Background: an optimization exercise with open tools, aiming at small area, a short achievable clock period and few clock cycles per item. Do not read the settings as production practice.
RTL that was checked went through simulation tests only; none was proved equivalent to the original.
Power and IR drop assume default switching activity.

## muldiv_seq
module muldiv_seq #(
    parameter int XLEN = 64
) (
    input  logic            clk,
    input  logic            reset,
    input  logic            start_i,
    input  logic [3:0]      op_i,
    input  logic [XLEN-1:0] a_i,
    input  logic [XLEN-1:0] b_i,
    input  logic            flush_i,
    input  logic            ack_i,
    output logic            busy_o,
    output logic            stall_o,
    output logic            done_o,
    output logic [XLEN-1:0] result_o,
    output logic [1:0]      dbg_state_o
);
Size in the first run: roughly 230 flip-flops, ~210 I/O pins, roughly 31,000 um2 of cells after synthesis.
Settings: LEC_CHECK=0, CAP_MARGIN=20, CORE_MARGIN=2, CORE_UTILIZATION=40, SETUP_SLACK_MARGIN=2.5, SLEW_MARGIN=20, TNS_END_PERCENT=10; clock period 7.0 ns.
run.sh (not shown) runs the stock make flow with config.mk's settings and CLKGATE_MAP_FILE= SYNTH_SCRIPT=/design/flow/synth_recipe.tcl, a recipe that flattens the netlist after the stock synthesis.
The baseline passed the timing, DRC and antenna checks.
Testbench counts at the start, summed over its fixed seeds: cycles 17,527, ops 1,920.
Rerun with:
--- a/flow/design.v
+++ b/flow/design.v
@@ -60,12 +60,13 @@
     logic accept, working;
     logic d_mul, d_w, d_sgn, d_rem, d_legal, d_sx;
     logic [63:0] a_ext, b_ext, ymul, xmul;
     logic [6:0]  ca, cb, cbr;
     logic        swap, d_sa, d_sb, d_bzero, d_early;
     logic [7:0]  ga, gb, ta, tb, tas;
+    logic [7:0]  za, zb, ea63, eb63, ea31, eb31;
     logic [2:0]  d_bt1, d_bt2;
     always_comb begin
         accept  = !busy_q && start_i && !flush_i;
         working = busy_q && !done_q;
         d_mul   = (op_i == 4'd0) || (op_i == 4'd1);
         d_w     = (op_i == 4'd1) || (op_i == 4'd6) || (op_i == 4'd7) ||
@@ -73,32 +74,43 @@
         d_sgn   = (op_i == 4'd2) || (op_i == 4'd4) || (op_i == 4'd6) || (op_i == 4'd8);
         d_rem   = (op_i == 4'd4) || (op_i == 4'd5) || (op_i == 4'd8) || (op_i == 4'd9);
         d_legal = (op_i <= 4'd9);
         d_sx    = d_sgn || d_mul;
         a_ext   = d_w ? {{32{d_sx & a_i[31]}}, a_i[31:0]} : a_i;
         b_ext   = d_w ? {{32{d_sx & b_i[31]}}, b_i[31:0]} : b_i;
-        d_sa    = d_sgn & a_ext[63];
-        d_sb    = d_sgn & b_ext[63];
+        d_sa    = d_sgn & (d_w ? a_i[31] : a_i[63]);
+        d_sb    = d_sgn & (d_w ? b_i[31] : b_i[63]);
         ca    = lzc64(a_ext ^ {64{d_sx & a_ext[63]}});
         cbr   = lzc64(b_ext ^ {64{d_sx & b_ext[63]}});
         cb    = cbr[6] ? 7'd63 : cbr;
         for (int k = 0; k < 8; k++) begin
-            ga[k] = (a_ext[8*k +: 8] == {8{d_sx & a_ext[63]}});
-            gb[k] = (b_ext[8*k +: 8] == {8{d_sx & b_ext[63]}});
+            za[k]   = (a_i[8*k +: 8] == 8'd0);
+            zb[k]   = (b_i[8*k +: 8] == 8'd0);
+            ea63[k] = (a_i[8*k +: 8] == {8{a_i[63]}});
+            eb63[k] = (b_i[8*k +: 8] == {8{b_i[63]}});
+            ea31[k] = (a_i[8*k +: 8] == {8{a_i[31]}});
+            eb31[k] = (b_i[8*k +: 8] == {8{b_i[31]}});
+            if (k >= 4) begin
+                ga[k] = d_w || (d_sx ? ea63[k] : za[k]);
+                gb[k] = d_w || (d_sx ? eb63[k] : zb[k]);
+            end else begin
+                ga[k] = d_sx ? (d_w ? ea31[k] : ea63[k]) : za[k];
+                gb[k] = d_sx ? (d_w ? eb31[k] : eb63[k]) : zb[k];
+            end
         end
         ta[7] = ga[7];
         tb[7] = gb[7];
         for (int k = 6; k >= 0; k--) begin
             ta[k] = ta[k+1] & ga[k];
             tb[k] = tb[k+1] & gb[k];
         end
         swap  = |(tb & ~ta);
-        d_bzero = (b_ext == 64'd0);
+        d_bzero = (&zb[3:0]) & (d_w | (&zb[7:4]));
         tas[0] = ta[0] & ~d_sa;
         for (int k = 1; k < 8; k++)
-            tas[k] = ta[k] & (~d_sa | a_ext[8*k-1]);
+            tas[k] = ta[k] & (~d_sa | a_i[8*k-1] | (d_w && k >= 5));
         d_early = |(tas & ~tb);
         ymul  = (d_mul && swap) ? b_ext : a_ext;
         xmul  = swap ? a_ext : b_ext;
         d_bt1 = booth(ymul[1], ymul[0], 1'b0);
         d_bt2 = booth(ymul[3], ymul[2], ymul[1]);
     end
What happened: Power is lower by 13%; count of clock-buffer cells in the layout decreases by 2; area after synthesis decreases by about 1.7%; worst setup slack gains 160 ps; sequential share of layout area goes up by 0.91 points; flip-flop and latch count stays the same; register-to-register slack improved by 160 ps; wire length is higher by 1.5%; final cell count is lower by 4.9%; die area decreases by 1.6%; maximum frequency climbs by about 3.4%; via count went down by 3.4%.
Testbench counts after the change, summed over its fixed seeds: cycles 17,527, ops 1,920.

---

Setup of run 4:
Another version of the RTL of muldiv_seq (not shown whole).
Size: roughly 4200 cells after synthesis, roughly 230 flip-flops, roughly 210 I/O pins.
make LEC_CHECK=0 CAP_MARGIN=20 CORE_MARGIN=2 CORE_UTILIZATION=40 SETUP_SLACK_MARGIN=2.5 SLEW_MARGIN=20 finish   # period 7.0 ns
### run 4 -> run 1
--- a/flow/design.v
+++ b/flow/design.v
@@ -87,25 +87,25 @@
         end
         ta[7] = ga[7];
         tb[7] = gb[7];
         for (int k = 6; k >= 0; k--) begin
             ta[k] = ta[k+1] & ga[k];
             tb[k] = tb[k+1] & gb[k];
         end
         swap  = |(tb & ~ta);
         d_bzero = (b_ext == 64'd0);
         tas[0] = ta[0] & ~d_sa;
         for (int k = 1; k < 8; k++)
             tas[k] = ta[k] & (~d_sa | a_ext[8*k-1]);
-        d_early = |(tas & ~tb) | d_bzero;
+        d_early = |(tas & ~tb);
         ymul  = (d_mul && swap) ? b_ext : a_ext;
         xmul  = swap ? a_ext : b_ext;
         d_bt1 = booth(ymul[1], ymul[0], 1'b0);
         d_bt2 = booth(ymul[3], ymul[2], ymul[1]);
     end
     logic [65:0] op_a, sel1, sel2, op1, op2, cs_s, cs_c, sum;
     logic [65:0] x66;
     always_comb begin
         x66  = {x_q[64], x_q};
         op_a = (asel_y_q ? {2'b00, y_q} : {r_q[64], r_q})
                ^ {66{ainv_q}};
         sel1 = b1one_q ? x66 : (b1two_q ? {x66[64:0], 1'b0} : 66'd0);
@@ -171,35 +171,35 @@
             if (ph_fix_q) begin
                 ph_fix_q <= 1'b0;
                 done_q   <= 1'b1;
             end
         end
     end
     always_ff @(posedge clk) begin
         if (accept) begin
             w_q      <= d_w;
             rem_q    <= d_rem;
             sa_q     <= d_sa;
             sb_q     <= d_sb;
-            negres_q <= d_rem ? d_sa : (d_sa ^ d_sb);
-            ca_q     <= d_mul ? 7'd0 : ca;
-            cb_q     <= d_mul ? 6'd4 : cb[5:0];
+            negres_q <= d_rem ? d_sa : (d_sa ^ d_sb) & !d_bzero;
+            ca_q     <= d_mul ? 7'd0 : (d_bzero ? {6'd0, d_sa} : ca);
+            cb_q     <= d_mul ? 6'd4 : (d_bzero ? 6'd63 : cb[5:0]);
             r_q      <= 65'd0;
             x_q      <= d_mul ? {xmul[63], xmul} : {d_sb, b_ext};
-            y_q      <= (!d_mul && d_early && !d_rem) ? {64{d_bzero}} : ymul;
+            y_q      <= ymul;
             {b1one_q, b1two_q, b1neg_q} <= d_mul ? d_bt1 : 3'b000;
             {b2one_q, b2two_q, b2neg_q} <= d_mul ? d_bt2 : 3'b000;
             cx_q     <= !d_mul && !d_early && d_sa;
             ainv_q   <= !d_mul && !d_early && d_sa;
-            asel_y_q <= !d_mul;
+            asel_y_q <= !d_mul && !(d_early && !d_rem);
         end else begin
             if (ph_mul_q)       y_q <= {{4{y_q[63]}}, y_q[63:4]};
             else if (ph_prep_q) y_q <= 64'd0;
             else                y_q <= {y_q[62:0], ~rneg};
         end
         if (!accept && working) begin
             r_q <= wsext(wfin, {sum[64] & ~ph_prep_q, sum[63:0]});
             if (ph_mul_q) begin
                 x_q <= x_q << sh;
                 {b1one_q, b1two_q, b1neg_q} <= n_bt1;
                 {b2one_q, b2two_q, b2neg_q} <= n_bt2;
             end
==> comparison <==
Run 1 went all the way through synthesis, placement and routing and the layout is clean on timing, DRC and antenna. Any difference in final cell count without fillers between run 4 and run 1 is small enough to ignore. Run 4 → run 1: final cycle utilization of the critical path lost 1.3 points, count of non-CTS buffers in the layout picked up an extra 34, cell area after technology mapping neither gained nor lost much, total wire length lost about 2.7%, sequential power neither gained nor lost much.
Testbench counts of run 1, summed over its fixed seeds: cycles 17,527, ops 1,920.
Function not checked in run 4: the RTL went through the layout flow alone.

---

Another version of the RTL of muldiv_seq (not shown whole).
Size in the first run: roughly 4900 cells after synthesis, about 220 flip-flops, roughly 210 I/O pins, ~36000 um2 of cells after synthesis.
clock: 7.0 ns
lec_check: 0
cap_margin: 20
core_margin: 2
core_utilization: 40
setup_slack_margin: 3.0
slew_margin: 20
The first run completed without violations.
Rerun with:
--- a/flow/design.v
+++ b/flow/design.v
@@ -105,27 +105,24 @@
         end
         op0  = {2'b00, add_a};
         cs_s = op0 ^ op1 ^ op2;
         cs_c = {((op0 & op1) | (op0 & op2) | (op1 & op2)), ci0};
         sum  = cs_s + cs_c + {65'd0, ci1};
     end
-    logic [6:0]  ca, cb, cbr;
+    logic [6:0]  ca, cb;
     logic [7:0]  jdiff;
-    logic        swap;
-    logic [7:0]  jd_q;
     logic        early, bzero;
     logic [64:0] x_al;
     always_comb begin
-        ca    = lzc64(a_ext ^ {64{d_sx & a_ext[63]}});
-        cbr   = lzc64(b_ext ^ {64{d_sx & b_ext[63]}});
-        cb    = cbr[6] ? 7'd63 : cbr;
-        swap  = cbr > ca;   
-        jdiff = {2'b00, cb[5:0]} + {7'd0, d_sgn & a_ext[63]} - {1'b0, ca};
+        ca    = lzc64(r_q ^ {64{sa_q}});
+        cb    = lzc64(x_q[63:0] ^ {64{x_q[64]}});
+        if (cb[6]) cb = 7'd63;
+        jdiff = {2'b00, cb[5:0]} + {7'd0, sa_q} - {1'b0, ca};
         bzero = (x_q[63:0] == 64'd0);
-        early = jd_q[7] | bzero;
-        x_al  = x_q << jd_q[5:0];
+        early = jdiff[7] | bzero;
+        x_al  = x_q << jdiff[5:0];
     end
     logic        qbit, div_last;
     logic [63:0] r_div, y_div;
     always_comb begin
         qbit     = ~sum[65];
         r_div    = qbit ? sum[63:0] : r_q;
@@ -184,25 +181,24 @@
             w_q      <= d_w;
             rem_q    <= d_rem;
             sa_q     <= d_sgn & a_ext[63];
             sb_q     <= d_sgn & b_ext[63];
             negres_q <= d_sgn & (d_rem ? a_ext[63] : (a_ext[63] ^ b_ext[63]));
             r_q      <= (d_mul || !d_legal) ? 64'd0 : a_ext;
-            x_q      <= (d_mul && swap) ? {1'b0, a_ext} : {d_sgn & b_ext[63], b_ext};
-            y_q      <= d_mul ? (swap ? b_ext : a_ext) : 64'd0;
+            x_q      <= {d_sgn & b_ext[63], b_ext};
+            y_q      <= d_mul ? a_ext : 64'd0;
             yp_q     <= 1'b0;
-            jd_q     <= jdiff;
         end else if (ph_mul_q) begin
             r_q  <= mul_last ? wsext(w_q, sum[63:0]) : sum[63:0];
             x_q  <= {x_q[60:0], 4'b0000};
             y_q  <= {{4{y_q[63]}}, y_q[63:4]};
             yp_q <= y_q[3];
         end else if (ph_prep_q) begin
             r_q   <= early ? (rem_q ? wsext(w_q, r_q) : {64{bzero}}) : sum[63:0];
             x_q   <= x_al;
-            cnt_q <= jd_q[5:0];
+            cnt_q <= jdiff[5:0];
         end else if (ph_div_q) begin
             r_q   <= (div_last && !negres_q) ? wsext(w_q, rem_q ? r_div : y_div) : r_div;
             y_q   <= y_div;
             x_q   <= {x_q[64], x_q[64:1]};
             cnt_q <= cnt_q - 6'd1;
         end else if (ph_fix_q) begin
After rerunning: Routed wire length came out lower by 25%. Power came out higher by 42%. Utilization came out lower by 3.0 points. Flip-flop and latch count came out lower by 7. First-iteration DRC count came out lower by 34%. Clock-buffer cell count came out lower by 8. Worst setup slack improved by 0.27 ns. Critical path depth came out lower by 3. Final area came out lower by 11%. Fmax came out higher by 4.6%. Die area came out lower by 6.0%. Clock power came out lower by about 3%.
The RTL of the second run of this note was laid out without a check of its function.

==> port drivers added, routing unchanged <==
How much do the figures lean on ideal ports? The routed layouts below were timed once more, with nothing changed but the port constraints.
Step 1, drivers: a clkbuf_16 drives clk and a buf_2 each remaining input, both assumed.
Step 2 also shifts input and output timing later by t, the mid clock arrival at the registers, as if the neighbouring blocks saw the same clock.
Slacks: ideal ports / drivers / drivers and shift; pairs: ideal ports / drivers.
| run | t (ns) | setup slack, ns | hold WS [ns] | worst setup path after step 2 | worst slew at a driven data input, ns |
|---|---|---|---|---|---|
| the first run of note 1 | 0.650 | 2.143 / 2.123 / 1.473 | 0.545 / 0.545 / 0.545 | input to register | 0.15 |
| the second run of note 1 | 0.677 | 2.301 / 2.301 / 1.818 | 0.569 / 0.569 / 0.569 | input to register | 0.05 |
| run 4 | 0.680 | 2.019 / 2.020 / 1.340 | 0.513 / 0.513 / 0.513 | input to register | 0.21 |
| run 1 | 0.673 | 2.108 / 2.026 / 1.353 | 0.546 / 0.546 / 0.546 | input to register | 0.19 |
| the first run of note 3 | 0.659 | 0.923 / 0.949 / 0.290 | 0.601 / 0.601 / 0.601 | input to register | 0.14 |
| the second run of note 3 | 0.702 | 1.189 / 1.189 / 1.189 | 0.610 / 0.610 / 0.610 | register to register | 0.06 |
After both steps every run listed still meets setup and hold. The setup slack of run 1, which loses most, moves by -0.082 ns with the drivers and by -0.755 ns with both steps.
